What follows belongs to an exercise in optimizing a design on an open flow for small area; a production flow would make more cautious choices.
In this exercise RTL edits were held to simulation tests only and were not proved equivalent to the original.
Power is estimated from default activity; no workload was simulated.

==> design/flow/design.v <==
package ts_pkg;
    localparam int TS_PKT_LEN  = 188;
    localparam int PID_INDEX_W = 12;
    typedef struct packed {
        logic [3:0] except_idx;
        logic       descram;
        logic [6:0] match_idx;
    } pid_index_t;
    typedef enum logic [2:0] {
        RD_IDLE  = 3'b001,
        RD_PRIME = 3'b010,
        RD_SEND  = 3'b100
    } rd_state_e;
endpackage
module pkt_dpram #(
    parameter int DEPTH  = 188,
    parameter int DATA_W = 8
) (
    input  logic              clk,
    input  logic              shift,
    input  logic [DATA_W-1:0] din,
    output logic [DATA_W-1:0] dout
);
    logic [DEPTH*DATA_W-1:0] sr;
    always_ff @(posedge clk) begin
        if (shift) begin
            sr <= {sr[(DEPTH-1)*DATA_W-1:0], din};
        end
    end
    assign dout = sr[DEPTH*DATA_W-1 -: DATA_W];
endmodule
module filter_pkt_out #(
    parameter int PKT_LEN    = ts_pkg::TS_PKT_LEN,
    parameter int ADDR_W     = 9,
    parameter int DROP_CNT_W = 16
) (
    input  logic                   clk,
    input  logic                   rst,
    input  logic                   ts_valid,
    input  logic [7:0]             ts_data,
    input  logic                   ts_sop,
    input  logic [ADDR_W-1:0]      dram_waddr,
    input  logic                   filter_eop,
    input  logic                   pid_find,
    input  logic [ts_pkg::PID_INDEX_W-1:0] pid_index,
    input  logic                   out_ready,
    output logic                   out_valid,
    output logic [7:0]             out_data,
    output logic                   out_sop,
    output logic                   out_eop,
    output logic [ts_pkg::PID_INDEX_W-1:0] out_index,
    output logic [DROP_CNT_W-1:0]  drop_cnt
);
    localparam int               OFF_W    = ADDR_W - 1;
    localparam logic [OFF_W-1:0] LAST_OFF = OFF_W'(PKT_LEN - 1);
    ts_pkg::rd_state_e              state_q, state_d;
    logic [1:0]             bank_full_q, bank_full_d;
    logic [1:0][ts_pkg::PID_INDEX_W-1:0] idx_q;
    logic                   wr_drop_q, wr_drop_d;
    logic                   older_q;
    logic                   rd_bank_q;
    logic [OFF_W-1:0]       rd_off_q;
    logic [DROP_CNT_W-1:0]  drop_cnt_q, drop_cnt_d;
    logic                   wr_bank;
    logic                   sop_in;
    logic                   wr_en;
    logic                   rd_en;
    logic                   commit;
    logic                   last_beat;
    logic                   sending;
    logic [7:0]             head0, head1;
    assign wr_bank = dram_waddr[ADDR_W-1];
    assign sop_in  = ts_valid & ts_sop;
    assign wr_drop_d = sop_in ? bank_full_q[wr_bank] : wr_drop_q;
    assign wr_en     = ts_valid & ~wr_drop_d;
    assign sending   = (state_q == ts_pkg::RD_SEND);
    assign last_beat = (rd_off_q == LAST_OFF);
    assign rd_en     = sending & out_ready;
    assign commit    = filter_eop & pid_find & ~wr_drop_q;
    pkt_dpram #(.DEPTH(PKT_LEN), .DATA_W(8)) u_bank0 (
        .clk   (clk),
        .shift ((wr_en & ~wr_bank) | (rd_en & ~rd_bank_q)),
        .din   (ts_data),
        .dout  (head0)
    );
    pkt_dpram #(.DEPTH(PKT_LEN), .DATA_W(8)) u_bank1 (
        .clk   (clk),
        .shift ((wr_en & wr_bank) | (rd_en & rd_bank_q)),
        .din   (ts_data),
        .dout  (head1)
    );
    always_comb begin
        bank_full_d = bank_full_q;
        drop_cnt_d  = drop_cnt_q;
        if (rd_en && last_beat) begin
            bank_full_d[rd_bank_q] = 1'b0;
        end
        if (commit) begin
            bank_full_d[wr_bank] = 1'b1;
        end
        if (filter_eop && pid_find && wr_drop_q && drop_cnt_q != '1) begin
            drop_cnt_d = drop_cnt_q + DROP_CNT_W'(1);
        end
    end
    always_comb begin
        state_d = state_q;
        unique case (state_q)
            ts_pkg::RD_IDLE:  if (|bank_full_q) state_d = ts_pkg::RD_PRIME;
            ts_pkg::RD_PRIME: state_d = ts_pkg::RD_SEND;
            ts_pkg::RD_SEND:  if (out_ready && last_beat) state_d = ts_pkg::RD_IDLE;
            default:          state_d = ts_pkg::RD_IDLE;
        endcase
    end
    assign out_valid = sending;
    assign out_sop   = (rd_off_q == '0);
    assign out_eop   = last_beat;
    assign out_data  = rd_bank_q ? head1 : head0;
    assign out_index = idx_q[rd_bank_q];
    assign drop_cnt  = drop_cnt_q;
    always_ff @(posedge clk or posedge rst) begin
        if (rst) begin
            state_q     <= ts_pkg::RD_IDLE;
            bank_full_q <= '0;
            drop_cnt_q  <= '0;
        end else begin
            state_q     <= state_d;
            bank_full_q <= bank_full_d;
            drop_cnt_q  <= drop_cnt_d;
        end
    end
    always_ff @(posedge clk) begin
        wr_drop_q <= wr_drop_d;
        if (commit) begin
            idx_q[wr_bank] <= pid_index;
            if (bank_full_q[~wr_bank]) older_q <= ~wr_bank;
        end
        if (state_q == ts_pkg::RD_IDLE) begin
            rd_bank_q <= (&bank_full_q) ? older_q : bank_full_q[1];
            rd_off_q  <= '0;
        end else if (rd_en && !last_beat) begin
            rd_off_q  <= rd_off_q + OFF_W'(1);
        end
    end
endmodule
==> design/flow/run.sh <==
#!/bin/bash
# synth_recipe.tcl (not shown) runs the flow's synth.tcl, then flattens the netlist and writes it again
# the make line also repeats each setting of config.mk as NAME=value (left out here)
make -C /OpenROAD-flow-scripts/flow DESIGN_CONFIG=/design/flow/config.mk WORK_HOME=/design/flow/orfs CLKGATE_MAP_FILE= SYNTH_SCRIPT=/design/flow/synth_recipe.tcl finish
==> design/flow/config.mk <==
export PLATFORM = sky130hd
export DESIGN_NAME = filter_pkt_out
export DESIGN_NICKNAME = filter_pkt_out
export VERILOG_FILES = /design/flow/design.v
export SDC_FILE = /design/flow/constraint.sdc
export NUM_CORES = 4
export LEC_CHECK = 0
export CAP_MARGIN = 20
export CORE_MARGIN = 2
export CORE_UTILIZATION = 30
export SLEW_MARGIN = 20
==> design/flow/constraint.sdc <==
create_clock -name core_clock -period 8.0 [get_ports {clk}]
set_input_delay 1.6000 -clock core_clock [delete_from_list [all_inputs] [get_ports {clk}]]
set_output_delay 1.6000 -clock core_clock [all_outputs]
set_load 0.01 [all_outputs]
==> flow_metrics.tcl, run 1 <==
set metrics [dict create \
    outcome "no timing/DRC/antenna violations" \
    final_antenna_net_count 0 \
    power_density_nw_per_um2 312.0 \
    htree_levels 5 \
    post-route-util_pct 34.90 \
    portBuffers 66 \
    io_pins 75 \
    tightest_slew_ns 1.154 \
    multi_input_area_um2 1080 \
    final_max_slew_viol_count 0 \
    yosysSeqAreaShare_pct 98.82 \
    min_period_over_period_pct 54.73 \
    cp_max_fo 24 \
    grt_pass1_wl_um 165600 \
    async_reset_ff_share_pct 0.6854 \
    first_global_vias 29980 \
    synth_ff_type "edfxtp_1" \
    avgSynthCellArea_um2 28.94 \
    synth_seq_cells 3064 \
    path_class "reg -> out" \
    dieWidth_um 560.5 \
    vdd_ir_drop_max_mv 0.1747 \
    die_area_um2 314200 \
    antenna_found_initial 3 \
    grt-ovfl-total 0 \
    drt-vias-per-instance 3.851 \
    drc 0 \
    end_kind "output port" \
    rsz0062_at_grt "false" \
    ys_top_cells_by_count "edfxtp_1, mux2_2, dfrtp_1" \
    grt_usage_pct 6.241 \
    die_y_um 560.5 \
    place_area_um2 99350 \
    initial_utilization_pct 30.11 \
    path_cells "mux2_2 -> clkdlybuf4s50_1" \
    grt_max_degree 183 \
    gp_congestion 0.6832 \
    p_leak_nw 34.17 \
    clkTransAtPathRegs_ns 0.06 \
    clk-insertion-delay-late_ns 0.83 \
    start_kind "register" \
    final_nets 3646 \
    synth_cells 3211 \
    cts_tree "done" \
    synth_edf_count 3034 \
    postCtsResizedCells 0 \
    max_freq_mhz 228.4 \
    cap_violations 0 \
    dp_hpwl_um 42830 \
    hold_path.class "reg -> reg" \
    worst_ep_arrival_time_ns 2.78 \
    final_area_um2 107700 \
    max_stage_delay_ns 1.05 \
    numCtsBuffers 280 \
    yosys.area.top_type "edfxtp_1" \
    mappedNetlistNets 3250 \
    wl_per_cell_um 13.04 \
    setup_tns_ns 0 \
    synth_top_area_share_pct 98.06 \
    vias 30510 \
    drt-total-wl_um 103300 \
    final.min_clock_period_ns 4.378 \
    row_count 204 \
    timing.critical_path.buf_inv 1 \
    syn2layout_area_growth_pct 15.91 \
    cts.sinks 3064 \
    netlist_top_cells_area "edfxtp_1, dfrtp_1, mux2_2" \
    netlist_area_um2 92910 \
    drive_above_1_share_pct 11.57 \
    seq_area_um2 91810 \
    critPathTopFamily "flip-flops" \
    postCtsSetupRepairBufs 0 \
    num-fill-cells 27840 \
    finalClockSkew_ns 0.06618 \
    setup_viol 0 \
    relSlewSlack_pct 23.08 \
    hold_viol 0 \
    core_area_um2 308600 \
    dr.pass1.iters 5 \
    yosysUniqueCellTypes 47 \
    synth.most_common_cell "edfxtp_1" \
    cts_root_buf "clkbuf_16" \
    cts_hold_buf 0 \
    cpMaxStageDelayCell "edfxtp_1" \
    max-clock-path-buffers 4 \
    drtIter0Drc 3228 \
    cp.required_ns 6.40 \
    yosys_warnings 2 \
]
==> layout by cell type, fill, tap and decap left out, types with 11 or more instances in the layout <==
cell type and count:
clkbuf_16 287, nor3_1 11, xor2_1 15, buf_4 33, nand2_1 12, clkbuf_1 67
edfxtp_1 3034, buf_12 18, clkinv_1 55, nor2_1 11, clkinv_2 36, clkdlybuf4s50_1 66
mux2_2 21, bufinv_16 11, dfrtp_1 20
==> per-stage QoR <==
step	power [mW]	instances	worst slack (ns)	hold slack, ns
finish	33.60	7923	3.622	0.3669
global route	35.07	7923	3.453	0.3600
CTS	34.21	7922	3.496	0.3512
detailed placement	21.69	7445	2.833	0.4045
global placement	21.58	7445	2.890	0.4002
floorplan	23.17	3211	-19.37	0.4003
==> final cells by class <==
type | count | share of cell area (%)
flip-flops and latches | 3064 | 85.26
clock buffers | 354 | 6.902
well taps | 4120 | 4.787
repair buffers | 117 | 1.178
multi-input cells | 135 | 1.003
clock inverters | 123 | 0.8412
inverters | 9 | 0.03137
diodes | 1 | 0.002324
==> sequential cells by signal, summed over array words and instances, names as in the netlist, named ones only <==
register	flops
bank_full_q	2
drop_cnt_q	16
older_q	1
rd_bank_q	1
rd_off_q	8
state_q	3
u_bank0.sr	1504
u_bank1.sr	1504
wr_drop_q	1
==> where the power goes <==
| group | total [mW] | switching, mW | internal, mW |
|---|---|---|---|
| sequential | 20.2 | 0.412 | 19.8 |
| combinational | 1.16 | 0.970 | 0.186 |
| clock | 12.3 | 5.35 | 6.93 |
==> cells by family (layout without fill, tap and decap cells) <==
family / count (synthesis) / after routing / share of synthesized area (%)
multiplexers: 25 / 25 / 0.3030
buffers and inverters: 12 / 603 / 0.04848
AO/OA/AOI/OAI: 15 / 15 / 0.1064
adder cells (fa/ha/maj): 3 / 3 / 0.04040
other: 0 / 1 / 0
AND/OR/NAND/NOR: 73 / 73 / 0.5037
XOR/XNOR: 19 / 19 / 0.1791
flip-flops: 3064 / 3064 / 98.82
==> routing by layer <==
layer / global-route usage, % / part of all wire [%]
met2: 7.848 / 39
met5: 0 / 0
met4: 2.585 / 3.1
met3: 1.747 / 5.1
met1: 9.873 / 53
==> final timing paths <==
kind	from	slack, ns	depth (start not counted)	end
max	rd_bank_q$_DFFE_PN_	3.62	2	out_data[7]
min	u_bank1.sr[1384]$_DFFE_PP_	0.37	0	u_bank1.sr[1392]$_DFFE_PP_
max reg2reg	bank_full_q[1]$_DFF_PP0_	4.77	6	u_bank1.sr[860]$_DFFE_PP_
min reg2reg	u_bank1.sr[1384]$_DFFE_PP_	0.37	0	u_bank1.sr[1392]$_DFFE_PP_
max in group asynchronous	rst	6.15	2	drop_cnt_q[14]$_DFFE_PP0P_
min in group asynchronous	rst	1.31	2	bank_full_q[1]$_DFF_PP0_
==> run 2: changes to the inputs <==
--- a/design/flow/config.mk
+++ b/design/flow/config.mk
@@ -8,4 +8,4 @@
 export CAP_MARGIN = 20
 export CORE_MARGIN = 2
-export CORE_UTILIZATION = 30
+export CORE_UTILIZATION = 65
 export SLEW_MARGIN = 20
==> flow_metrics.tcl, run 2 <==
set metrics [dict create \
    outcome "no timing/DRC/antenna violations" \
    timing.critical_path.buf_inv 3 \
    setup_ws_ns 3.709 \
    final_common_cell "edfxtp_1" \
    cts.sinks 3064 \
    portBuffers 66 \
    io_pins 75 \
    die_y_um 382.1 \
    final_area_um2 105400 \
    yosys.area.top_type "edfxtp_1" \
    max-clock-path-buffers 4 \
    grt-ovfl-total 0 \
    netlist_area_um2 92910 \
    path_class "in -> reg" \
    core_area_um2 141800 \
    power_density_nw_per_um2 323.7 \
    final.min_clock_period_ns 4.291 \
    vias 30340 \
    mappedNetlistNets 3250 \
    cts_hold_buf 0 \
    htree_levels 5 \
    yosysSeqAreaShare_pct 98.82 \
    netlist_top_cells_area "edfxtp_1, dfrtp_1, mux2_2" \
    synth-adder-area-share_pct 0.04040 \
    finalClockSkew_ns 0.04593 \
    synth_compound_area_share_pct 0.1064 \
    drt-vias-per-instance 5.322 \
    critPathTopFamily "buffers and inverters" \
    wl_per_cell_um 18.09 \
    rsz0062_at_grt "false" \
    yosys_warnings 2 \
    synth_edf_count 3034 \
    busiest_layer "met1" \
    postCtsResizedCells 0 \
    cp_common_cell "buf_12" \
    async_reset_ff_share_pct 0.6854 \
    start_kind "input pin" \
    worst_ep_arrival_time_ns 4.78 \
    use_met3_pct 3.276 \
    dp_hpwl_um 41760 \
    cpMaxStageDelayCell "clkdlybuf4s50_1" \
    synth_top_area_share_pct 98.06 \
    min_period_over_period_pct 53.64 \
    clk-insertion-delay-late_ns 0.88 \
    synth_seq_cells 3064 \
    path_cells "clkdlybuf4s50_1 -> mux2i_1 -> a31oi_1 -> or2_4 -> o22ai_4 -> buf_12 -> buf_12" \
    drive_above_1_share_pct 11.36 \
    finalNonFillerCells 5701 \
    die_area_um2 146000 \
    drt-total-wl_um 103100 \
    cp_max_fo 146 \
    grt_usage_pct 14.03 \
    p_leak_nw 34.38 \
    synth-simple-area-share_pct 0.5036 \
    largestRegisters "u_bank0.sr x1504, u_bank1.sr x1504, drop_cnt_q x16" \
    met1_usage_pct 23.20 \
    synth.most_common_cell "edfxtp_1" \
    final_antenna_net_count 0 \
    dr.pass1.iters 5 \
    cap_violations 0 \
    end_kind "register" \
    final_cell_mix "edfxtp_1, clkbuf_16, clkinv_1, clkdlybuf4s50_1, clkbuf_1" \
    muxShareOfSynthArea_pct 0.3030 \
    max_stage_delay_ns 0.64 \
    drc 0 \
    cts_tree "done" \
    grt_max_degree 212 \
    dp_cells 5197 \
    synth_xor_area_share_pct 0.1791 \
    yosysUniqueCellTypes 47 \
    tightest_slew_ns 1.178 \
    numCtsBuffers 299 \
    synth_ff_type "edfxtp_1" \
    drtIter0Drc 2763 \
    setup_tns_ns 0 \
    final_nets 3648 \
    vdd_ir_drop_max_mv 0.2789 \
    p_switching_mw 6.664 \
    fin_total_pwr_mw 34.10 \
    diodes 0 \
    pwr-share-clk_pct 37.4 \
    use_met2_pct 18.23 \
    hold_path.class "reg -> reg" \
    relSlewSlack_pct 21.45 \
    initial_utilization_pct 65.54 \
    dieWidth_um 382.1 \
    place_area_um2 96410 \
    synth_top_family_by_area "simple AND/OR/NAND/NOR gates" \
    max_freq_mhz 233.0 \
    syn2layout_area_growth_pct 13.39 \
    postCtsSetupRepairBufs 0 \
    clkTransAtPathRegs_ns 0.06 \
    avgSynthCellArea_um2 28.94 \
    hold_viol 0 \
    cp.required_ns 8.49 \
    gp_congestion 0.7635 \
    swShare_pct 19.54 \
    setup_viol 0 \
    combinationalPowerShare_pct 3.3 \
    pwr-share-seq_pct 59.3 \
    preCtsSetupSlack_ns 2.847 \
    synth_cells 3211 \
    antenna_found_initial 0 \
    first_global_vias 29960 \
    row_count 138 \
    grt_pass1_wl_um 163300 \
    ys_top_cells_by_count "edfxtp_1, mux2_2, dfrtp_1" \
    p_int_mw 27.43 \
    cts_root_buf "clkbuf_16" \
    final_max_slew_viol_count 0 \
]
## run 2: cell families after synthesis
kind of cell	count (synthesis)
compound gates	15
xor+xnor	19
fa+ha+maj	3
buf+inv	12
flops	3064
mux	25
simple gates	73
## run 2: layout make-up
cell class	count	area, um2
clock buffers	367	7928
clock inverters	136	997.2
fillers	7494	36400
inverters	9	33.78
multi-input cells	135	1080
flip-flops and latches	3064	91810
well taps	1890	2365
repair buffers	100	1136
## run 2: worst register-to-register path, cell delays in order (launching register included)
cell and delay, ns:
dfrtp_1 0.43, nand4bb_1 0.43, o22ai_4 0.78, buf_12 0.47, buf_12 0.62
## run 2: through the flow
step,utilization [%],hold WS [ns]
2_1_floorplan,-,0.4003
3_3_place_gp,68.01,0.4008
3_5_place_dp,68.01,0.4045
4_1_cts,74.31,0.3916
5_1_grt,74.32,0.4022
6_report,74.32,0.3959
## run 2: power groups by stage
stage	registers, mW	logic [mW]	clock network [mW]
floorplan	22.4	0.753	0
global placement	20.5	1.07	0
detailed placement	20.5	1.17	0
CTS	20.2	1.15	13.2
global route	20.3	1.26	13.8
finish	20.2	1.12	12.8
## run 2: worst paths after layout
| kind | cells past startpoint | slack, ns | to | start |
|---|---|---|---|---|
| setup / recovery | 7 | 3.71 | u_bank0.sr[50]$_DFFE_PP_ | dram_waddr[8] |
| hold / removal | 0 | 0.40 | u_bank1.sr[518]$_DFFE_PP_ | u_bank1.sr[510]$_DFFE_PP_ |
| setup reg to reg | 4 | 4.73 | u_bank0.sr[50]$_DFFE_PP_ | state_q[1]$_DFFE_PP0P_ |
| hold reg to reg | 0 | 0.40 | u_bank1.sr[518]$_DFFE_PP_ | u_bank1.sr[510]$_DFFE_PP_ |
| max in group asynchronous | 2 | 6.23 | drop_cnt_q[0]$_DFFE_PP0P_ | rst |
| min in group asynchronous | 2 | 1.23 | state_q[1]$_DFFE_PP0P_ | rst |
## run 2: metal layers
metal	routed length (um)	part of all wire (%)
met1	52770	51
met2	42870	42
met3	4394	4.3
met4	3103	3.0
met5	0	0
==> run 3: changes to the inputs <==
--- a/design/flow/config.mk
+++ b/design/flow/config.mk
@@ -8,4 +8,6 @@
 export CAP_MARGIN = 20
 export CORE_MARGIN = 2
-export CORE_UTILIZATION = 65
+export CORE_UTILIZATION = 50
+export CTS_BUF_LIST = sky130_fd_sc_hd__clkbuf_8
+export CTS_CLUSTER_SIZE = 30
 export SLEW_MARGIN = 20
==> flow_metrics.tcl, run 3 <==
set metrics [dict create \
    cts_tree "done" \
    synth_seq_cells 3064 \
    end_kind "output port" \
    synth_top_area_share_pct 98.06 \
    drtIter0Drc 2851 \
    rsz0062_at_grt "false" \
    wl_per_cell_um 16.63 \
    die_area_um2 189300 \
    synth_ff_type "edfxtp_1" \
    multi_input_area_um2 1080 \
    yosys_warnings 2 \
    final_common_cell "edfxtp_1" \
    worst_ep_arrival_time_ns 2.82 \
    netlist_area_um2 92910 \
    final_antenna_net_count 0 \
    grt_usage_pct 11.36 \
    dp_hpwl_um 43990 \
    clkTransAtPathRegs_ns 0.07 \
    r2r_cells 4 \
    postCtsSetupRepairBufs 0 \
    path_cells "buf_8 -> mux2_2 -> clkdlybuf4s50_1" \
    postCtsResizedCells 0 \
    io_pins 75 \
    drc 0 \
    grt_pass1_wl_um 175600 \
    cts.sinks 3064 \
    num-fill-cells 13170 \
    largestRegisters "u_bank0.sr x1504, u_bank1.sr x1504, drop_cnt_q x16" \
    grt-ovfl-total 0 \
    start_kind "register" \
    cts_root_buf "clkbuf_8" \
    rrSetupSlack_ns 4.76 \
    outcome "no timing/DRC/antenna violations" \
    netlist_top_cells_area "edfxtp_1, dfrtp_1, mux2_2" \
    avgSynthCellArea_um2 28.94 \
    mappedNetlistNets 3250 \
    yosysUniqueCellTypes 47 \
    portBuffers 66 \
    tightest_slew_ns 1.120 \
    post-route-util_pct 57.02 \
    setup_viol 0 \
    grt_max_degree 199 \
    initial_utilization_pct 50.21 \
    row_count 158 \
    cts_hold_buf 0 \
    max_stage_delay_ns 0.71 \
    p_leak_nw 34.89 \
    min_period_over_period_pct 55.29 \
    final_nets 3829 \
    synth_edf_count 3034 \
    first_global_vias 32440 \
    yosys.area.top_type "edfxtp_1" \
    synth.most_common_cell "edfxtp_1" \
    final_cell_mix "edfxtp_1, clkbuf_8, inv_1, clkinv_1, clkdlybuf4s50_1" \
    dieWidth_um 435.1 \
    dp_cells 5795 \
    clk-insertion-delay-late_ns 1.04 \
    die_y_um 435.1 \
    finalNonFillerCells 6620 \
    cap_violations 0 \
    drt-total-wl_um 110100 \
    async_reset_ff_share_pct 0.6854 \
    ys_top_cells_by_count "edfxtp_1, mux2_2, dfrtp_1" \
    cpMaxStageDelayCell "edfxtp_1" \
    seq_area_um2 91810 \
    dr.pass1.iters 6 \
    gp_congestion 0.7636 \
    hold_path.class "reg -> reg" \
    cp_max_fo 15 \
    setup_tns_ns 0 \
    synth_cells 3211 \
    numCtsBuffers 472 \
    fin_total_pwr_mw 32.74 \
    place_area_um2 97250 \
    final_area_um2 105500 \
    htree_levels 5 \
    vias 31640 \
    max_freq_mhz 226.1 \
    drt-vias-per-instance 4.780 \
    final.min_clock_period_ns 4.423 \
    holdPathStages 0 \
    yosysSeqAreaShare_pct 98.82 \
    vdd_ir_drop_max_mv 0.1878 \
    drive_above_1_share_pct 15.06 \
    finalClockSkew_ns 0.06889 \
    hold_viol 0 \
    syn2layout_area_growth_pct 13.56 \
    max-clock-path-buffers 4 \
    core_area_um2 185000 \
    final_max_slew_viol_count 0 \
    cp.required_ns 6.40 \
    power_density_nw_per_um2 310.3 \
    path_class "reg -> out" \
    antenna_found_initial 1 \
    relSlewSlack_pct 25.34 \
]
-- run 3: area by class of cell --
| class | count | share of cell area, % |
|---|---|---|
| Inverter | 9 | 0.03202 |
| Clock buffer | 482 | 6.287 |
| Sequential cell | 3064 | 87.02 |
| Timing Repair Buffer | 108 | 1.169 |
| Multi-Input combinational cell | 135 | 1.023 |
| Antenna cell | 2 | 0.004743 |
| Clock inverter | 340 | 1.521 |
| Tap cell | 2480 | 2.941 |
-- run 3: cell families (layout without fill, tap and decap cells) --
kind of cell               count (synthesis)  after routing  share of synthesized area [%]
other                                      0              2                              0
xor gates and xnor gates                  19             19                         0.1791
adders and majority gates                  3              3                        0.04040
buffers and inverters                     12            939                        0.04848
AOI/OAI and AO/OA                         15             15                         0.1064
muxes                                     25             25                         0.3030
DFF                                     3064           3064                          98.82
and+or+nand+nor                           73             73                         0.5037
-- run 3: metal layers --
layer	routed length (um)	up-vias	GRT usage, %
met4	3129	0	5.214
met2	45430	683	14.79
li1	-	14350	-
met3	5898	297	3.564
met1	55660	16320	17.55
met5	0	-	0
-- run 3: critical path, delay by kind of cell, from the launching register on --
kind | cells | cell delay (ns)
DFF | 1 | 0.71
buffers and inverters | 2 | 0.75
muxes | 1 | 0.34
-- run 3: path summary, 6_finish.rpt --
kind                                           start                         to
max                              rd_bank_q$_DFFE_PN_                out_data[3]
min                        u_bank1.sr[446]$_DFFE_PP_  u_bank1.sr[454]$_DFFE_PP_
max reg2reg                   state_q[1]$_DFFE_PP0P_    u_bank0.sr[7]$_DFFE_PP_
min reg2reg                u_bank1.sr[446]$_DFFE_PP_  u_bank1.sr[454]$_DFFE_PP_
max in group asynchronous                        rst  drop_cnt_q[1]$_DFFE_PP0P_
min in group asynchronous                        rst   bank_full_q[0]$_DFF_PP0_
-- run 3: report_power, final --
group	internal (mW)	total (mW)	switching (mW)	leakage, nW
clock network	5.83	11.4	5.54	4.82
logic	0.181	1.15	0.965	1.02
registers	19.8	20.2	0.441	29.0
total	25.8	32.7	6.95	34.9
-- run 3: metrics by stage --
step / hold slack (ns) / setup WS [ns]
6_report: 0.3553 / 3.577
5_1_grt: 0.3591 / 3.402
4_1_cts: 0.3471 / 3.156
3_5_place_dp: 0.4045 / 2.993
3_3_place_gp: 0.4001 / 3.041
2_1_floorplan: 0.4003 / -19.37
==> run 4: changes to the inputs <==
==> design/flow/flow/run.sh (new file) <==
#!/bin/bash
# Standard ORFS layout with two changes:
#  - clock tree: no dummy loads, clkbuf_8 leaf buffers driving clusters of up to 16 flip-flops
#  - port buffers: the smallest buffer (buf_1) instead of the resizer's default choice
# The full make output goes to flow_make.log; ORFS's per-step logs stay under orfs/logs.
set -euo pipefail
export CTS_ARGS="-sink_clustering_enable -repair_clock_nets -dont_use_dummy_load -buf_list sky130_fd_sc_hd__clkbuf_8 -sink_clustering_size 16 -sink_clustering_max_diameter 50"
export BUFFER_PORTS_ARGS="-buffer_cell sky130_fd_sc_hd__buf_1"
bash standard.sh > flow_make.log 2>&1
==> design/flow/standard.sh (new file) <==
#!/bin/bash
# synth_recipe.tcl (not shown) runs the flow's synth.tcl, then flattens the netlist and writes it again
# the make line also repeats each setting of config.mk as NAME=value (left out here)
make -C /OpenROAD-flow-scripts/flow DESIGN_CONFIG=/design/flow/config.mk WORK_HOME=/design/flow/orfs CLKGATE_MAP_FILE= SYNTH_SCRIPT=/design/flow/synth_recipe.tcl "${@:-finish}"
--- a/design/flow/config.mk
+++ b/design/flow/config.mk
@@ -9,5 +9,3 @@
 export CORE_MARGIN = 2
 export CORE_UTILIZATION = 50
-export CTS_BUF_LIST = sky130_fd_sc_hd__clkbuf_8
-export CTS_CLUSTER_SIZE = 30
 export SLEW_MARGIN = 20
removed: design/flow/run.sh
==> flow_metrics.tcl, run 4 <==
set metrics [dict create \
    outcome "no timing/DRC/antenna violations" \
    cp.required_ns 6.40 \
    antenna_found_initial 1 \
    path_class "reg -> out" \
    syn2layout_area_growth_pct 7.599 \
    first_global_vias 29440 \
    cts.sinks 3064 \
    portBuffers 66 \
    final_antenna_net_count 0 \
    hold_viol 0 \
    drive_above_1_share_pct 8.629 \
    clkTransAtPathRegs_ns 0.09 \
    final_common_cell "edfxtp_1" \
    yosysSeqAreaShare_pct 98.82 \
    avgSynthCellArea_um2 28.94 \
    finalClockSkew_ns 0.05695 \
    ys_top_cells_by_count "edfxtp_1, mux2_2, dfrtp_1" \
    cap_violations 0 \
    drt-vias-per-instance 4.920 \
    cpMaxStageDelayCell "edfxtp_1" \
    grt_pass1_wl_um 163200 \
    grt-ovfl-total 0 \
    critPathTopFamily "flip-flops" \
    max_freq_mhz 250.2 \
    min_period_over_period_pct 49.96 \
    postCtsResizedCells 0 \
    vias 29650 \
    rsz0062_at_grt "false" \
    synth_seq_cells 3064 \
    yosys_warnings 2 \
    fin_total_pwr_mw 28.05 \
    synth_cells 3211 \
    yosysUniqueCellTypes 47 \
    drtIter0Drc 2865 \
    hold_path.class "reg -> reg" \
    drc 0 \
    initial_utilization_pct 50.21 \
    end_kind "output port" \
    synth_ff_type "edfxtp_1" \
    power_density_nw_per_um2 280.6 \
    grt_usage_pct 10.52 \
    final_cell_mix "edfxtp_1, clkbuf_8, buf_1, buf_4, mux2_2" \
    drt-total-wl_um 102700 \
    cp_max_fo 13 \
    cts_root_buf "clkbuf_8" \
    max_stage_delay_ns 0.77 \
    vdd_ir_drop_max_mv 0.1510 \
    clk-insertion-delay-late_ns 0.93 \
    cts_hold_buf 0 \
    async_reset_ff_share_pct 0.6854 \
    numCtsBuffers 224 \
    dr.pass1.iters 5 \
    cts_tree "done" \
    dp_cells 5800 \
    p_leak_nw 31.53 \
    largestRegisters "u_bank0.sr x1504, u_bank1.sr x1504, drop_cnt_q x16" \
    worst_ep_arrival_time_ns 2.40 \
    final_nets 3587 \
    grt_max_degree 210 \
    finalNonFillerCells 6027 \
    die_area_um2 189300 \
    netlist_top_cells_area "edfxtp_1, dfrtp_1, mux2_2" \
    postCtsSetupRepairBufs 0 \
    row_count 158 \
    mappedNetlistNets 3250 \
    io_pins 75 \
    max-clock-path-buffers 3 \
    setup_viol 0 \
    die_y_um 435.1 \
    timing.critical_path.buf_inv 2 \
    final.min_clock_period_ns 3.997 \
    yosys.area.top_type "edfxtp_1" \
    start_kind "register" \
    gp_congestion 0.7719 \
    dp_hpwl_um 43400 \
    synth.most_common_cell "edfxtp_1" \
    dieWidth_um 435.1 \
    synth_edf_count 3034 \
    core_area_um2 185000 \
    htree_levels 4 \
    netlist_area_um2 92910 \
    path_cells "buf_8 -> mux2_2 -> buf_1" \
    tightest_slew_ns 1.094 \
    synth_top_area_share_pct 98.06 \
    setup_tns_ns 0 \
    relSlewSlack_pct 27.07 \
    final_max_slew_viol_count 0 \
    wl_per_cell_um 17.03 \
]
==> run 4: cell type report <==
class	count	area, um2
antenna	1	2.502
clock buffer	224	3083
fill	13550	85070
inverter	9	33.78
multi-input combinational	135	1080
sequential	3064	91810
tap	2480	3103
timing repair buffer	114	855.8
==> run 4: kinds of logic after synthesis <==
group           Yosys count  synth area share (%)
flops                  3064                 98.82
mux                      25                0.3030
fa+ha+maj                 3               0.04040
compound gates           15                0.1064
xor+xnor                 19                0.1791
simple gates             73                0.5037
buf+inv                  12               0.04848
==> run 4: path summary, 6_finish.rpt <==
path | from | end | slack (ns) | cells past startpoint
max | rd_bank_q$_DFFE_PN_ | out_index[7] | 4.00 | 3
min | u_bank0.sr[1450]$_DFFE_PP_ | u_bank0.sr[1458]$_DFFE_PP_ | 0.37 | 0
max reg2reg | state_q[1]$_DFFE_PP0P_ | u_bank0.sr[1034]$_DFFE_PP_ | 4.66 | 4
min reg2reg | u_bank0.sr[1450]$_DFFE_PP_ | u_bank0.sr[1458]$_DFFE_PP_ | 0.37 | 0
max in group asynchronous | rst | drop_cnt_q[4]$_DFFE_PP0P_ | 6.65 | 2
min in group asynchronous | rst | drop_cnt_q[9]$_DFFE_PP0P_ | 0.82 | 2
==> run 4: stage by stage <==
stage | setup slack, ns | utilization, % | area (um2) | hold slack [ns]
final | 4.003 | 54.03 | 99970 | 0.3732
after global routing | 3.803 | 54.03 | 99970 | 0.3740
after CTS | 3.634 | 54.00 | 99930 | 0.3745
after detailed placement | 2.994 | 52.34 | 96840 | 0.4045
after global placement | 3.075 | 52.32 | 96820 | 0.4005
after floorplan | -19.37 | - | 92940 | 0.4003
==> run 4: power breakdown <==
| part | internal [mW] | leakage, nW | switching (mW) |
|---|---|---|---|
| registers | 19.7 | 29.0 | 0.433 |
| logic | 0.153 | 0.875 | 0.963 |
| clock network | 2.49 | 1.61 | 4.28 |
| total | 22.4 | 31.5 | 5.67 |
==> run 4: worst reg2reg max path: stages, from the launching register on <==
cell and delay, ns:
dfrtp_1 0.44, nand4bb_1 0.45, o22ai_4 0.82, buf_12 0.72
buf_4 0.59
==> run 4: layer usage <==
metal | part of all wire [%] | track usage, %
met2 | 42 | 14.10
met3 | 4.3 | 2.648
met1 | 52 | 16.81
met4 | 2.4 | 3.797
met5 | 0 | 0
==> run 5: changes to the inputs <==
--- a/design/flow/design.v
+++ b/design/flow/design.v
@@ -19,12 +19,13 @@
     input  logic              clk,
     input  logic              shift,
+    input  logic              shift_n,
     input  logic [DATA_W-1:0] din,
     output logic [DATA_W-1:0] dout
 );
     logic [DEPTH*DATA_W-1:0] sr;
+    logic [DEPTH*DATA_W-1:0] sr_in;
+    assign sr_in = {sr[(DEPTH-1)*DATA_W-1:0], din};
     always_ff @(posedge clk) begin
-        if (shift) begin
-            sr <= {sr[(DEPTH-1)*DATA_W-1:0], din};
-        end
+        sr <= ~((sr_in | {(DEPTH*DATA_W){shift_n}}) & (sr | {(DEPTH*DATA_W){shift}}));
     end
     assign dout = sr[DEPTH*DATA_W-1 -: DATA_W];
@@ -70,4 +71,7 @@
     logic                   sending;
     logic [7:0]             head0, head1;
+    logic                   phase_q;
+    logic                   shift0, shift1;
+    logic [7:0]             din_enc;
     assign wr_bank = dram_waddr[ADDR_W-1];
     assign sop_in  = ts_valid & ts_sop;
@@ -78,15 +82,20 @@
     assign rd_en     = sending & out_ready;
     assign commit    = filter_eop & pid_find & ~wr_drop_q;
+    assign shift0  = (wr_en & ~wr_bank) | (rd_en & ~rd_bank_q);
+    assign shift1  = (wr_en & wr_bank) | (rd_en & rd_bank_q);
+    assign din_enc = ts_data ^ {8{phase_q}};
     pkt_dpram #(.DEPTH(PKT_LEN), .DATA_W(8)) u_bank0 (
-        .clk   (clk),
-        .shift ((wr_en & ~wr_bank) | (rd_en & ~rd_bank_q)),
-        .din   (ts_data),
-        .dout  (head0)
+        .clk     (clk),
+        .shift   (shift0),
+        .shift_n (~shift0),
+        .din     (din_enc),
+        .dout    (head0)
     );
     pkt_dpram #(.DEPTH(PKT_LEN), .DATA_W(8)) u_bank1 (
-        .clk   (clk),
-        .shift ((wr_en & wr_bank) | (rd_en & rd_bank_q)),
-        .din   (ts_data),
-        .dout  (head1)
+        .clk     (clk),
+        .shift   (shift1),
+        .shift_n (~shift1),
+        .din     (din_enc),
+        .dout    (head1)
     );
     always_comb begin
@@ -115,5 +124,5 @@
     assign out_sop   = (rd_off_q == '0);
     assign out_eop   = last_beat;
-    assign out_data  = rd_bank_q ? head1 : head0;
+    assign out_data  = (rd_bank_q ? head1 : head0) ^ {8{phase_q}};
     assign out_index = idx_q[rd_bank_q];
     assign drop_cnt  = drop_cnt_q;
@@ -121,8 +130,10 @@
         if (rst) begin
             state_q     <= ts_pkg::RD_IDLE;
+            phase_q     <= 1'b0;
             bank_full_q <= '0;
             drop_cnt_q  <= '0;
         end else begin
             state_q     <= state_d;
+            phase_q     <= ~phase_q;
             bank_full_q <= bank_full_d;
             drop_cnt_q  <= drop_cnt_d;
--- a/design/flow/config.mk
+++ b/design/flow/config.mk
@@ -10,2 +10,3 @@
 export CORE_UTILIZATION = 50
 export SLEW_MARGIN = 20
+export SYNTH_HIERARCHICAL = 1
==> flow_metrics.tcl, run 5 <==
set metrics [dict create \
    outcome "no timing/DRC/antenna violations" \
    yosysSeqAreaShare_pct 71.72 \
    preCtsSetupSlack_ns 3.167 \
    synth_edf_count 26 \
    yosys_warnings 8 \
    die_y_um 418.9 \
    vdd_ir_drop_max_mv 0.1753 \
    wl_per_cell_um 14.13 \
    relSlewSlack_pct 27.89 \
    cpMaxStageDelayCell "nor2_1" \
    cap_violations 0 \
    drt-vias-per-instance 5.639 \
    mappedNetlistNets 6959 \
    synth_ff_type "dfxtp_1" \
    netlist_area_um2 86070 \
    final_antenna_net_count 0 \
    netlist_top_cells_area "dfxtp_1, o22ai_1, buf_2" \
    tightest_slew_ns 1.082 \
    io_pins 75 \
    largestRegisters "u_bank0.sr x1504, u_bank1.sr x1504, drop_cnt_q x16" \
    swShare_pct 25.69 \
    finalClockSkew_ns 0.05575 \
    row_count 152 \
    portBuffers 66 \
    cts_tree "done" \
    pwr-share-seq_pct 67.7 \
    max-clock-path-buffers 3 \
    min_period_over_period_pct 54.49 \
    final_cell_mix "dfxtp_1, o22ai_1, clkbuf_8, buf_1, buf_12" \
    final_common_cell "dfxtp_1" \
    worst_ep_arrival_time_ns 2.76 \
    dp_hpwl_um 65650 \
    grt-ovfl-total 0 \
    start_kind "register" \
    synth_cells 6920 \
    die_area_um2 175500 \
    clk-insertion-delay-late_ns 0.93 \
    vias 50100 \
    final_nets 6613 \
    p_switching_mw 8.896 \
    initial_utilization_pct 50.23 \
    async_reset_ff_share_pct 0.7178 \
    grt_max_degree 247 \
    avgSynthCellArea_um2 12.44 \
    p_int_mw 25.74 \
    drive_above_1_share_pct 4.671 \
    final.min_clock_period_ns 4.359 \
    r2r-end "u_bank0.sr[893]$_DFF_P_" \
    drc 0 \
    hold_end "u_bank0.sr[667]$_DFF_P_" \
    syn2layout_area_growth_pct 3.174 \
    fin_total_pwr_mw 34.63 \
    htree_levels 4 \
    max_freq_mhz 229.4 \
    synth_seq_cells 3065 \
    holdPathStages 1 \
    dr.pass1.iters 5 \
    gp_congestion 0.7228 \
    drt-total-wl_um 125500 \
    first_global_vias 47150 \
    setup_tns_ns 0 \
    core_area_um2 171400 \
    ys_top_cells_by_count "dfxtp_1, o22ai_1, buf_2" \
    setup_ws_ns 3.641 \
    yosysUniqueCellTypes 49 \
    postCtsSetupRepairBufs 0 \
    cp-startpoint "rd_off_q[1]$_SDFFE_PN0P_" \
    grt_pass1_wl_um 217400 \
    rrSetupSlack_ns 4.71 \
    rsz0062_at_grt "false" \
    final_max_slew_viol_count 0 \
    drtIter0Drc 2684 \
    end_kind "output port" \
    cts.sinks 3065 \
    pwr-share-clk_pct 19.5 \
    combinationalPowerShare_pct 12.8 \
    p_leak_nw 32.12 \
    cts_root_buf "clkbuf_8" \
    cts_hold_buf 0 \
    yosys.area.top_type "dfxtp_1" \
    setup_viol 0 \
    worstHoldStart "u_bank0.sr[659]$_DFF_P_" \
    max_stage_delay_ns 0.72 \
    numCtsBuffers 222 \
    path_class "reg -> out" \
    dieWidth_um 418.9 \
    power_density_nw_per_um2 390.0 \
    r2r_start "state_q[1]$_DFFE_PP0P_" \
    grt_usage_pct 14.01 \
    synth.most_common_cell "dfxtp_1" \
    clkTransAtPathRegs_ns 0.08 \
    antenna_found_initial 3 \
    cp_max_fo 6 \
    cp.required_ns 6.40 \
    synth_top_area_share_pct 70.17 \
    path_cells "ha_1 -> nand4_1 -> nor2_1 -> buf_1" \
    hold_viol 0 \
    postCtsResizedCells 0 \
    r2r_cells 5 \
    hold_path.class "reg -> reg" \
]
-- run 5: cell count changes after synthesis, sizes merged, moves of 4 or more --
cell / before / now
dfxtp: 9 / 3017
edfxtp: 3034 / 26
o22ai: 1 / 3009
buf: 0 / 669
xnor2: 4 / 25
clkbuf: 3 / 22
mux2: 22 / 13
mux2i: 3 / 11
nor3: 11 / 4
nand4: 4 / 10
xor2: 15 / 11
-- run 5: logic make-up after synthesis --
group,share of synthesized area [%]
buf+inv,5.082
xor+xnor,0.3663
compound gates,22.06
flops,71.72
simple gates,0.4318
fa+ha+maj,0.04362
mux,0.2980
-- run 5: final cells by class --
cell class / instances / area, um2
fillers: 14870 / 82550
clock buffers: 222 / 3055
inverters: 11 / 41.29
diodes: 1 / 2.502
well taps: 2310 / 2890
multi-input cells: 3153 / 20020
repair buffers: 121 / 1065
flip-flops and latches: 3065 / 61730
-- run 5: power by group through the flow --
stage | registers [mW] | logic [mW] | clock network, mW
2_1_floorplan | 23.1 | 4.09 | 0
3_3_place_gp | 23.6 | 4.24 | 0
3_5_place_dp | 23.8 | 4.49 | 0
4_1_cts | 23.5 | 4.50 | 7.16
5_1_grt | 24.1 | 5.04 | 7.70
6_report | 23.4 | 4.44 | 6.76
-- run 5: critical path, delay by kind of cell (launching register included) --
family | cells | cell delay, ns
adders and majority gates | 1 | 0.21
and+or+nand+nor | 2 | 1.02
DFF | 1 | 0.38
buffers and inverters | 1 | 0.22
-- run 5: worst max path at each step --
stage,to,depth (start not counted)
after detailed placement,u_bank1.sr[710]$_DFF_P_,7
after global routing,out_eop,4
after floorplan,older_q$_DFFE_PP_,3
after CTS,out_eop,4
after global placement,u_bank1.sr[606]$_DFF_P_,7
final,out_eop,4
-- run 5: routing by layer --
metal | GRT usage (%) | vias to the layer above | routed length [um]
met5 | 0 | - | 0
met4 | 4.632 | 0 | 3015
met3 | 2.734 | 220 | 3684
met2 | 22.68 | 349 | 54830
met1 | 18.82 | 23390 | 63950
li1 | - | 26140 | -
-- run 5: per-stage QoR --
stage               hold WS, ns  util, %  instances  cell area [um2]
global placement         0.4297    50.04       8660            85740
floorplan                0.4220        -       6920            86070
global route             0.4051    51.82       8883            88800
finish                   0.3913    51.82       8883            88800
CTS                      0.3908    51.82       8882            88790
detailed placement       0.4329    50.04       8660            85740
==> run 6: changes to the inputs <==
==> design/flow/run.sh (new file) <==
#!/bin/bash
# synth_recipe.tcl (not shown) runs the flow's synth.tcl, then flattens the netlist and writes it again
# the make line also repeats each setting of config.mk as NAME=value (left out here)
make -C /OpenROAD-flow-scripts/flow DESIGN_CONFIG=/design/flow/config.mk WORK_HOME=/design/flow/orfs CLKGATE_MAP_FILE= SYNTH_SCRIPT=/design/flow/synth_recipe.tcl finish
removed: design/flow/flow/run.sh
removed: design/flow/standard.sh
==> flow_metrics.tcl, run 6 <==
set metrics [dict create \
    clk-insertion-delay-late_ns 0.90 \
    worst_ep_arrival_time_ns 3.23 \
    netlist_area_um2 86070 \
    preCtsSetupSlack_ns 2.916 \
    avgSynthCellArea_um2 12.44 \
    post-route-util_pct 56.01 \
    max-clock-path-buffers 4 \
    cap_violations 0 \
    finalClockSkew_ns 0.04489 \
    core_area_um2 171400 \
    min_period_over_period_pct 60.35 \
    yosysUniqueCellTypes 49 \
    initial_utilization_pct 50.23 \
    grt-ovfl-total 0 \
    final_nets 6706 \
    path_class "reg -> out" \
    max_freq_mhz 207.1 \
    postCtsSetupRepairBufs 0 \
    dp_cells 8667 \
    postCtsResizedCells 0 \
    hold_viol 0 \
    setup_viol 0 \
    final_common_cell "dfxtp_1" \
    final_area_um2 95970 \
    relSlewSlack_pct 25.68 \
    power_density_nw_per_um2 434.1 \
    dr.pass1.iters 5 \
    rsz0062_at_grt "false" \
    htree_levels 5 \
    netlist_top_cells_area "dfxtp_1, o22ai_1, buf_2" \
    grt_usage_pct 14.45 \
    drive_above_1_share_pct 7.770 \
    hold_path.class "reg -> reg" \
    p_leak_nw 35.56 \
    grt_pass1_wl_um 222900 \
    tightest_slew_ns 1.115 \
    r2r_cells 4 \
    gp_congestion 0.7156 \
    cts_tree "done" \
    finalNonFillerCells 9184 \
    cts_hold_buf 0 \
    largestRegisters "u_bank0.sr x1504, u_bank1.sr x1504, drop_cnt_q x16" \
    final_cell_mix "dfxtp_1, o22ai_1, clkbuf_16, clkbuf_1" \
    start_kind "register" \
    mappedNetlistNets 6959 \
    first_global_vias 48600 \
    drc 0 \
    yosys.area.top_type "dfxtp_1" \
    final.min_clock_period_ns 4.828 \
    synth.most_common_cell "dfxtp_1" \
    seq_area_um2 61730 \
    die_y_um 418.9 \
    fin_total_pwr_mw 41.66 \
    ys_top_cells_by_count "dfxtp_1, o22ai_1, buf_2" \
    numCtsBuffers 308 \
    place_area_um2 86160 \
    async_reset_ff_share_pct 0.7178 \
    io_pins 75 \
    setup_tns_ns 0 \
    grt_max_degree 246 \
    cts_root_buf "clkbuf_16" \
    holdPathStages 1 \
    vdd_ir_drop_max_mv 0.1928 \
    row_count 152 \
    end_kind "output port" \
    dieWidth_um 418.9 \
    dp_hpwl_um 65960 \
    syn2layout_area_growth_pct 11.50 \
    synth_edf_count 26 \
    yosys_warnings 8 \
    outcome "no timing/DRC/antenna violations" \
    synth_cells 6920 \
    setup_ws_ns 3.172 \
    synth_top_area_share_pct 70.17 \
    antenna_found_initial 2 \
    yosysSeqAreaShare_pct 71.72 \
    num-fill-cells 14110 \
    wl_per_cell_um 13.98 \
    vias 50960 \
    clkTransAtPathRegs_ns 0.06 \
    cp_max_fo 18 \
    drtIter0Drc 2619 \
    synth_ff_type "dfxtp_1" \
    rrSetupSlack_ns 4.79 \
    cp.required_ns 6.40 \
    drt-vias-per-instance 5.548 \
    final_antenna_net_count 0 \
    cts.sinks 3065 \
    final_max_slew_viol_count 0 \
    drt-total-wl_um 128400 \
    synth_seq_cells 3065 \
    portBuffers 66 \
    die_area_um2 175500 \
    whs_ns 0.4088 \
    multi_input_area_um2 20020 \
]
run 6: final cells by class:
type / count / area share, %
flip-flops and latches: 3065 / 64.32
inverters: 11 / 0.04302
clock buffers: 462 / 9.632
diodes: 1 / 0.002607
clock inverters: 54 / 0.5815
multi-input cells: 3153 / 20.86
well taps: 2310 / 3.012
repair buffers: 128 / 1.550
run 6: path summary, 6_finish.rpt:
path | from | endpoint
setup / recovery | rd_bank_q$_DFFE_PN_ | out_data[5]
min in group asynchronous | rst | drop_cnt_q[15]$_DFFE_PP0P_
hold / removal | u_bank0.sr[1252]$_DFF_P_ | u_bank0.sr[1260]$_DFF_P_
max in group asynchronous | rst | drop_cnt_q[8]$_DFFE_PP0P_
hold reg to reg | u_bank0.sr[1252]$_DFF_P_ | u_bank0.sr[1260]$_DFF_P_
setup reg to reg | state_q[1]$_DFFE_PP0P_ | u_bank0.sr[1097]$_DFF_P_
run 6: report_power, final:
part	internal, mW	switching, mW	leakage (nW)
combinational	2.60	1.89	4.76
clock	8.26	5.43	4.84
sequential	20.7	2.74	26.0
total	31.6	10.1	35.6
run 6: kinds of logic (layout without fill, tap and decap cells):
family	after synthesis	count (layout)	share of synthesized area, %
and+or+nand+nor	63	63	0.4318
DFF	3065	3065	71.72
buffers and inverters	702	655	5.082
AOI/OAI and AO/OA	3027	3027	22.06
other	0	1	0
adders and majority gates	3	3	0.04362
xor gates and xnor gates	36	36	0.3663
muxes	24	24	0.2980
run 6: critical path, stage by stage (launching register included):
cell	delay [ns]
edfxtp_1	0.64
buf_4	0.47
mux2i_1	0.45
xnor2_1	0.16
clkdlybuf4s50_1	0.56
run 6: per-layer routing:
layer | GRT usage, % | wire length [um]
met2 | 23.52 | 56500
met5 | 0 | 0
met3 | 3.258 | 4287
met4 | 5.073 | 3038
met1 | 18.92 | 64560
==> run 7: changes to the inputs <==
==> design/flow/flow/run.sh (new file) <==
#!/bin/bash
# Standard ORFS layout with two changes:
#  - clock tree: no dummy loads, clkbuf_8 leaf buffers driving clusters of up to 20 flip-flops
#  - port buffers: the smallest buffer (buf_1) instead of the resizer's default choice
# The full make output goes to flow_make.log; ORFS's per-step logs stay under orfs/logs.
set -euo pipefail
export CTS_ARGS="-sink_clustering_enable -repair_clock_nets -dont_use_dummy_load -buf_list sky130_fd_sc_hd__clkbuf_8 -sink_clustering_size 20 -sink_clustering_max_diameter 50"
export BUFFER_PORTS_ARGS="-buffer_cell sky130_fd_sc_hd__buf_1"
bash standard.sh > flow_make.log 2>&1
==> design/flow/standard.sh (new file) <==
#!/bin/bash
# synth_recipe.tcl (not shown) runs the flow's synth.tcl, then flattens the netlist and writes it again
# the make line also repeats each setting of config.mk as NAME=value (left out here)
make -C /OpenROAD-flow-scripts/flow DESIGN_CONFIG=/design/flow/config.mk WORK_HOME=/design/flow/orfs CLKGATE_MAP_FILE= SYNTH_SCRIPT=/design/flow/synth_recipe.tcl "${@:-finish}"
--- a/design/flow/config.mk
+++ b/design/flow/config.mk
@@ -8,5 +8,5 @@
 export CAP_MARGIN = 20
 export CORE_MARGIN = 2
-export CORE_UTILIZATION = 50
+export CORE_UTILIZATION = 70
 export SLEW_MARGIN = 20
 export SYNTH_HIERARCHICAL = 1
removed: design/flow/run.sh
==> flow_metrics.tcl, run 7 <==
set metrics [dict create \
    yosysSeqAreaShare_pct 71.72 \
    path_class "reg -> out" \
    portBuffers 66 \
    synth.most_common_cell "dfxtp_1" \
    setup_viol 0 \
    async_reset_ff_share_pct 0.7178 \
    final.min_clock_period_ns 4.242 \
    relSlewSlack_pct 13.64 \
    largestRegisters "u_bank0.sr x1504, u_bank1.sr x1504, drop_cnt_q x16" \
    htree_levels 4 \
    die_y_um 354.7 \
    postCtsSetupRepairBufs 0 \
    synth_top_area_share_pct 70.17 \
    cts.sinks 3065 \
    final_antenna_net_count 0 \
    p_int_mw 25.36 \
    dieWidth_um 354.7 \
    yosys_warnings 8 \
    drc 0 \
    timing.critical_path.buf_inv 2 \
    numCtsBuffers 187 \
    avgSynthCellArea_um2 12.44 \
    grt_max_degree 267 \
    yosys.area.top_type "dfxtp_1" \
    place_area_um2 84790 \
    min_period_over_period_pct 53.03 \
    critPathTopFamily "flip-flops" \
    max_stage_delay_ns 0.86 \
    drt-vias-per-instance 6.133 \
    cts_hold_buf 0 \
    syn2layout_area_growth_pct 1.526 \
    power_density_nw_per_um2 392.0 \
    final_common_cell "dfxtp_1" \
    whs_ns 0.3931 \
    grt-ovfl-total 0 \
    cp_max_fo 17 \
    p_leak_nw 31.84 \
    max-clock-path-buffers 3 \
    row_count 128 \
    grt_pass1_wl_um 217800 \
    path_cells "buf_4 -> mux2_2 -> buf_1" \
    synth_ff_type "dfxtp_1" \
    drive_above_1_share_pct 4.088 \
    ys_top_cells_by_count "dfxtp_1, o22ai_1, buf_2" \
    dp_hpwl_um 67910 \
    antenna_found_initial 3 \
    final_max_slew_viol_count 0 \
    cpMaxStageDelayCell "edfxtp_1" \
    setup_ws_ns 3.758 \
    gp_congestion 0.7112 \
    p_switching_mw 8.893 \
    netlist_area_um2 86070 \
    preCtsSetupSlack_ns 3.257 \
    first_global_vias 46890 \
    tightest_slew_ns 1.295 \
    cts_root_buf "clkbuf_8" \
    synth_seq_cells 3065 \
    core_area_um2 121900 \
    start_kind "register" \
    final_area_um2 87380 \
    synth_edf_count 26 \
    cp.required_ns 6.40 \
    hold_path.class "reg -> reg" \
    max_freq_mhz 235.7 \
    seq_area_um2 61730 \
    drt-total-wl_um 125800 \
    io_pins 75 \
    vias 50030 \
    hold_viol 0 \
    vdd_ir_drop_max_mv 0.2811 \
    clkTransAtPathRegs_ns 0.11 \
    setup_tns_ns 0 \
    rsz0062_at_grt "false" \
    yosysUniqueCellTypes 49 \
    worst_ep_arrival_time_ns 2.64 \
    clk-insertion-delay-late_ns 0.92 \
    grt_usage_pct 19.63 \
    outcome "no timing/DRC/antenna violations" \
    final_nets 6573 \
    finalClockSkew_ns 0.06630 \
    combinationalPowerShare_pct 13.0 \
    initial_utilization_pct 70.62 \
    swShare_pct 25.96 \
    wl_per_cell_um 15.42 \
    netlist_top_cells_area "dfxtp_1, o22ai_1, buf_2" \
    die_area_um2 125800 \
    postCtsResizedCells 0 \
    dr.pass1.iters 5 \
    drtIter0Drc 2752 \
    multi_input_area_um2 20030 \
    end_kind "output port" \
    cap_violations 0 \
    final_cell_mix "dfxtp_1, o22ai_1, clkbuf_8, buf_1, buf_12" \
    pwr-share-clk_pct 18.2 \
    cts_tree "done" \
    num-fill-cells 8749 \
    pwr-share-seq_pct 68.8 \
    mappedNetlistNets 6959 \
    synth_cells 6920 \
]
==> run 7: worst register-to-register path, stage by stage (launching register included) <==
cell,delay [ns]
edfxtp_1,0.86
buf_4,0.40
o22a_4,0.79
buf_12,0.69
o22ai_1,0.61
==> run 7: per-stage QoR <==
step	util, %	total power [mW]	instances
detailed placement	69.57	28.34	7970
floorplan	-	27.17	6920
finish	71.70	34.25	8158
CTS	71.69	34.56	8157
global route	71.70	36.27	8158
global placement	69.57	27.90	7970
==> run 7: layout make-up <==
cell class              instances  area share [%]
diodes                          1        0.002864
clock buffers                 187           2.945
inverters                      11         0.04725
multi-input cells            3153           22.92
flip-flops and latches       3065           70.64
well taps                    1625           2.327
repair buffers                116           1.114
==> run 7: final timing paths <==
kind,end,startpoint,slack (ns),cells after the start
max,out_index[5],rd_bank_q$_DFFE_PN_,3.76,3
min,u_bank0.sr[1489]$_DFF_P_,u_bank0.sr[1481]$_DFF_P_,0.39,1
max in group asynchronous,drop_cnt_q[3]$_DFFE_PP0P_,rst,6.87,3
min in group asynchronous,phase_q$_DFF_PP0_,rst,0.78,3
min reg2reg,u_bank0.sr[1489]$_DFF_P_,u_bank0.sr[1481]$_DFF_P_,0.39,1
max reg2reg,u_bank0.sr[533]$_DFF_P_,rd_bank_q$_DFFE_PN_,4.51,4
==> run 7: kinds of logic (layout without fill, tap and decap cells) <==
group                      after synthesis  in the layout  share of synthesized area, %
AOI/OAI and AO/OA                     3027           3027                         22.06
other                                    0              1                             0
xor gates and xnor gates                36             36                        0.3663
adders and majority gates                3              3                       0.04362
muxes                                   24             24                        0.2980
buffers and inverters                  702            314                         5.082
DFF                                   3065           3065                         71.72
and+or+nand+nor                         63             63                        0.4318
==> run 7: per-layer routing <==
| layer | part of all wire, % | global-route usage (%) |
|---|---|---|
| met1 | 52 | 28.10 |
| met2 | 43 | 30.91 |
| met3 | 2.7 | 3.136 |
| met4 | 2.2 | 6.085 |
| met5 | 0.0056 | 0 |
==> run 7: power by group through the flow <==
| stage | Combinational [mW] | Clock [mW] | Sequential [mW] |
|---|---|---|---|
| 3_5_place_dp | 4.50 | 0 | 23.8 |
| 4_1_cts | 4.51 | 6.51 | 23.5 |
| 2_1_floorplan | 4.09 | 0 | 23.1 |
| 3_3_place_gp | 4.21 | 0 | 23.7 |
| 5_1_grt | 5.04 | 7.02 | 24.2 |
| 6_report | 4.46 | 6.24 | 23.6 |
==> run 8: changes to the inputs <==
--- a/design/flow/design.v
+++ b/design/flow/design.v
@@ -55,5 +55,5 @@
     localparam int               OFF_W    = ADDR_W - 1;
     localparam logic [OFF_W-1:0] LAST_OFF = OFF_W'(PKT_LEN - 1);
-    ts_pkg::rd_state_e              state_q, state_d;
+    logic                   prime_q, send_q;
     logic [1:0]             bank_full_q, bank_full_d;
     logic [1:0][ts_pkg::PID_INDEX_W-1:0] idx_q;
@@ -78,5 +78,5 @@
     assign wr_drop_d = sop_in ? bank_full_q[wr_bank] : wr_drop_q;
     assign wr_en     = ts_valid & ~wr_drop_d;
-    assign sending   = (state_q == ts_pkg::RD_SEND);
+    assign sending   = send_q;
     assign last_beat = (rd_off_q == LAST_OFF);
     assign rd_en     = sending & out_ready;
@@ -112,13 +112,4 @@
         end
     end
-    always_comb begin
-        state_d = state_q;
-        unique case (state_q)
-            ts_pkg::RD_IDLE:  if (|bank_full_q) state_d = ts_pkg::RD_PRIME;
-            ts_pkg::RD_PRIME: state_d = ts_pkg::RD_SEND;
-            ts_pkg::RD_SEND:  if (out_ready && last_beat) state_d = ts_pkg::RD_IDLE;
-            default:          state_d = ts_pkg::RD_IDLE;
-        endcase
-    end
     assign out_valid = sending;
     assign out_sop   = (rd_off_q == '0);
@@ -129,10 +120,12 @@
     always_ff @(posedge clk or posedge rst) begin
         if (rst) begin
-            state_q     <= ts_pkg::RD_IDLE;
+            prime_q     <= 1'b0;
+            send_q      <= 1'b0;
             phase_q     <= 1'b0;
             bank_full_q <= '0;
             drop_cnt_q  <= '0;
         end else begin
-            state_q     <= state_d;
+            prime_q     <= ~prime_q & ~send_q & (|bank_full_q);
+            send_q      <= prime_q | (send_q & ~(out_ready & last_beat));
             phase_q     <= ~phase_q;
             bank_full_q <= bank_full_d;
@@ -146,5 +139,5 @@
             if (bank_full_q[~wr_bank]) older_q <= ~wr_bank;
         end
-        if (state_q == ts_pkg::RD_IDLE) begin
+        if (~prime_q & ~send_q) begin
             rd_bank_q <= (&bank_full_q) ? older_q : bank_full_q[1];
             rd_off_q  <= '0;
==> flow_metrics.tcl, run 8 <==
set metrics [dict create \
    dr.pass1.iters 5 \
    dieWidth_um 354.6 \
    drc 0 \
    yosysSeqAreaShare_pct 71.73 \
    place_area_um2 84780 \
    numCtsBuffers 186 \
    core_area_um2 121900 \
    synth_top_area_share_pct 70.21 \
    final_antenna_net_count 0 \
    cap_violations 0 \
    muxShareOfSynthArea_pct 0.2793 \
    cts_root_buf "clkbuf_8" \
    yosysUniqueCellTypes 45 \
    final.min_clock_period_ns 4.210 \
    max_freq_mhz 237.5 \
    dp_hpwl_um 67760 \
    worst_ep_arrival_time_ns 2.61 \
    first_global_vias 46800 \
    path_class "reg -> out" \
    synth_seq_cells 3064 \
    final_cell_mix "dfxtp_1, o22ai_1, clkbuf_8, buf_1, buf_4" \
    portBuffers 66 \
    max-clock-path-buffers 3 \
    busiest_layer "met2" \
    drtIter0Drc 3023 \
    cts.sinks 3064 \
    cts_tree "done" \
    clkTransAtPathRegs_ns 0.11 \
    swShare_pct 28.41 \
    cts_hold_buf 0 \
    synth_cells 6921 \
    synth_edf_count 26 \
    die_area_um2 125700 \
    p_switching_mw 11.87 \
    io_pins 75 \
    final_area_um2 87370 \
    rsz0062_at_grt "false" \
    drt-total-wl_um 124300 \
    hold_viol 0 \
    synth_ff_type "dfxtp_1" \
    vdd_ir_drop_max_mv 0.2865 \
    antenna_found_initial 3 \
    clk-insertion-delay-late_ns 0.92 \
    grt_usage_pct 19.39 \
    initial_utilization_pct 70.58 \
    final_max_slew_viol_count 0 \
    setup_viol 0 \
    vias 49980 \
    mappedNetlistNets 6960 \
    synth.most_common_cell "dfxtp_1" \
    setup_tns_ns 0 \
    row_count 128 \
    ys_top_cells_by_count "dfxtp_1, o22ai_1, buf_2" \
    min_period_over_period_pct 52.62 \
    power_density_nw_per_um2 477.9 \
    end_kind "output port" \
    whs_ns 0.3947 \
    outcome "no timing/DRC/antenna violations" \
    netlist_area_um2 86020 \
    postCtsResizedCells 0 \
    synth_xor_area_share_pct 0.3666 \
    synth_top_family_by_area "compound AO/OA/AOI/OAI gates" \
    met1_usage_pct 27.98 \
    synth_compound_area_share_pct 22.07 \
    start_kind "register" \
    synth-adder-area-share_pct 0.04364 \
    postCtsSetupRepairBufs 0 \
    p_int_mw 29.89 \
    async_reset_ff_share_pct 0.6854 \
    use_met3_pct 3.162 \
    tightest_slew_ns 1.187 \
    pwr-share-clk_pct 14.9 \
    hold_path.class "reg -> reg" \
    avgSynthCellArea_um2 12.43 \
    drive_above_1_share_pct 4.128 \
    cp_max_fo 15 \
    cp.required_ns 6.40 \
    yosys.area.top_type "dfxtp_1" \
    gp_congestion 0.7378 \
    combinationalPowerShare_pct 18.5 \
    largestRegisters "u_bank0.sr x1504, u_bank1.sr x1504, drop_cnt_q x16" \
    netlist_top_cells_area "dfxtp_1, o22ai_1, buf_2" \
    final_common_cell "dfxtp_1" \
    relSlewSlack_pct 20.88 \
    grt_pass1_wl_um 214900 \
    die_y_um 354.6 \
    yosys_warnings 8 \
    use_met2_pct 30.32 \
    synth-simple-area-share_pct 0.4466 \
    wl_per_cell_um 15.22 \
    htree_levels 4 \
    grt_max_degree 270 \
    grt-ovfl-total 0 \
    pwr-share-seq_pct 66.6 \
    final_nets 6581 \
    syn2layout_area_growth_pct 1.574 \
    p_leak_nw 31.93 \
    drt-vias-per-instance 6.120 \
    finalClockSkew_ns 0.08529 \
]
run 8: worst paths after layout:
kind	start	to	slack (ns)	cells past startpoint
worst min register to register	u_bank0.sr[1392]$_DFF_P_	u_bank0.sr[1400]$_DFF_P_	0.39	1
max in group asynchronous	rst	drop_cnt_q[9]$_DFFE_PP0P_	6.60	2
worst max-delay path	rd_bank_q$_DFFE_PP_	out_data[3]	3.79	4
worst max register to register	rd_bank_q$_DFFE_PP_	u_bank0.sr[1392]$_DFF_P_	4.71	5
min in group asynchronous	rst	drop_cnt_q[4]$_DFFE_PP0P_	0.83	2
worst min-delay path	u_bank0.sr[1392]$_DFF_P_	u_bank0.sr[1400]$_DFF_P_	0.39	1
run 8: cell families (layout without fill, tap and decap cells):
family | Yosys count | count (layout)
flip-flops | 3064 | 3064
other | 0 | 2
multiplexers | 22 | 22
adder cells (fa/ha/maj) | 3 | 3
buffers and inverters | 699 | 318
AND/OR/NAND/NOR | 68 | 68
AO/OA/AOI/OAI | 3029 | 3029
XOR/XNOR | 36 | 36
run 8: area by class of cell:
| cell class | count | area (um2) |
|---|---|---|
| Clock buffer | 186 | 2560 |
| Antenna cell | 2 | 5.005 |
| Multi-Input combinational cell | 3158 | 20020 |
| Sequential cell | 3064 | 61700 |
| Tap cell | 1625 | 2033 |
| Fill cell | 8861 | 34500 |
| Timing Repair Buffer | 123 | 1021 |
| Inverter | 9 | 33.78 |
run 8: stage by stage:
step                power (mW)  std cells  setup WS (ns)  util (%)
CTS                      42.08       8164          3.617     71.66
detailed placement       35.88       7978          3.229     69.56
global placement         35.12       7978          3.292     69.56
finish                   41.76       8167          3.790     71.69
floorplan                34.09       6921          4.792         -
global route             44.54       8167          3.577     71.69
run 8: critical path: stages (launching register included):
cell,delay (ns)
edfxtp_1,0.68
buf_4,0.42
mux2i_1,0.31
xnor2_1,0.14
buf_1,0.22
run 8: power by group through the flow:
stage | Combinational (mW) | Sequential [mW] | Clock (mW)
after global routing | 8.74 | 28.8 | 7.00
final | 7.72 | 27.8 | 6.22
after floorplan | 7.13 | 27.0 | 0
after CTS | 7.78 | 27.8 | 6.49
after detailed placement | 7.77 | 28.1 | 0
after global placement | 7.29 | 27.8 | 0
run 8: routing by layer:
metal	part of all wire [%]	vias up
li1	-	25990
met1	53	23430
met2	42	376
met3	2.8	187
met4	2.2	0
met5	0	-

[static timing again, ports no longer ideal]
No port has a modelled driver above. Below, the same layouts with a new extraction and two added sets of constraints. Step 1 (the two cells are an assumption about what drives the block):
set clk [get_ports {clk}]
set_driving_cell -lib_cell sky130_fd_sc_hd__clkbuf_16 $clk
set_driving_cell -lib_cell sky130_fd_sc_hd__buf_2 [delete_from_list [all_inputs] $clk]
Step 2 adds t to the input delays and takes it off the output delays; t is the mean of the earliest and latest rising clock arrival at the registers after step 1. Input paths then give back, and output paths get back, about the clock's delay inside the block. a / b / c = no drivers / after step 1 / after step 2; a / b = the first two.
| run | shift t [ns] | slack for setup (ns) | worst hold slack (ns) |
|---|---|---|---|
| run 1 | 0.876 | 3.622 / 3.540 / 2.828 | 0.367 / 0.367 / 0.367 |
| run 2 | 0.935 | 3.709 / 3.676 / 2.819 | 0.396 / 0.396 / 0.396 |
| run 3 | 1.081 | 3.577 / 3.505 / 2.921 | 0.355 / 0.355 / 0.355 |
| run 4 | 0.968 | 4.003 / 3.928 / 3.125 | 0.373 / 0.373 / 0.373 |
| run 5 | 0.988 | 3.641 / 3.570 / 2.989 | 0.391 / 0.391 / 0.391 |
| run 6 | 0.954 | 3.172 / 3.095 / 2.753 | 0.409 / 0.409 / 0.409 |
| run 7 | 0.951 | 3.758 / 3.692 / 3.146 | 0.393 / 0.393 / 0.393 |
| run 8 | 0.950 | 3.790 / 3.720 / 3.097 | 0.395 / 0.395 / 0.395 |
After both steps every run listed still meets setup and hold. For run 2, which loses most, drivers alone change the setup slack by -0.033 ns; drivers and shift together by -0.890 ns.
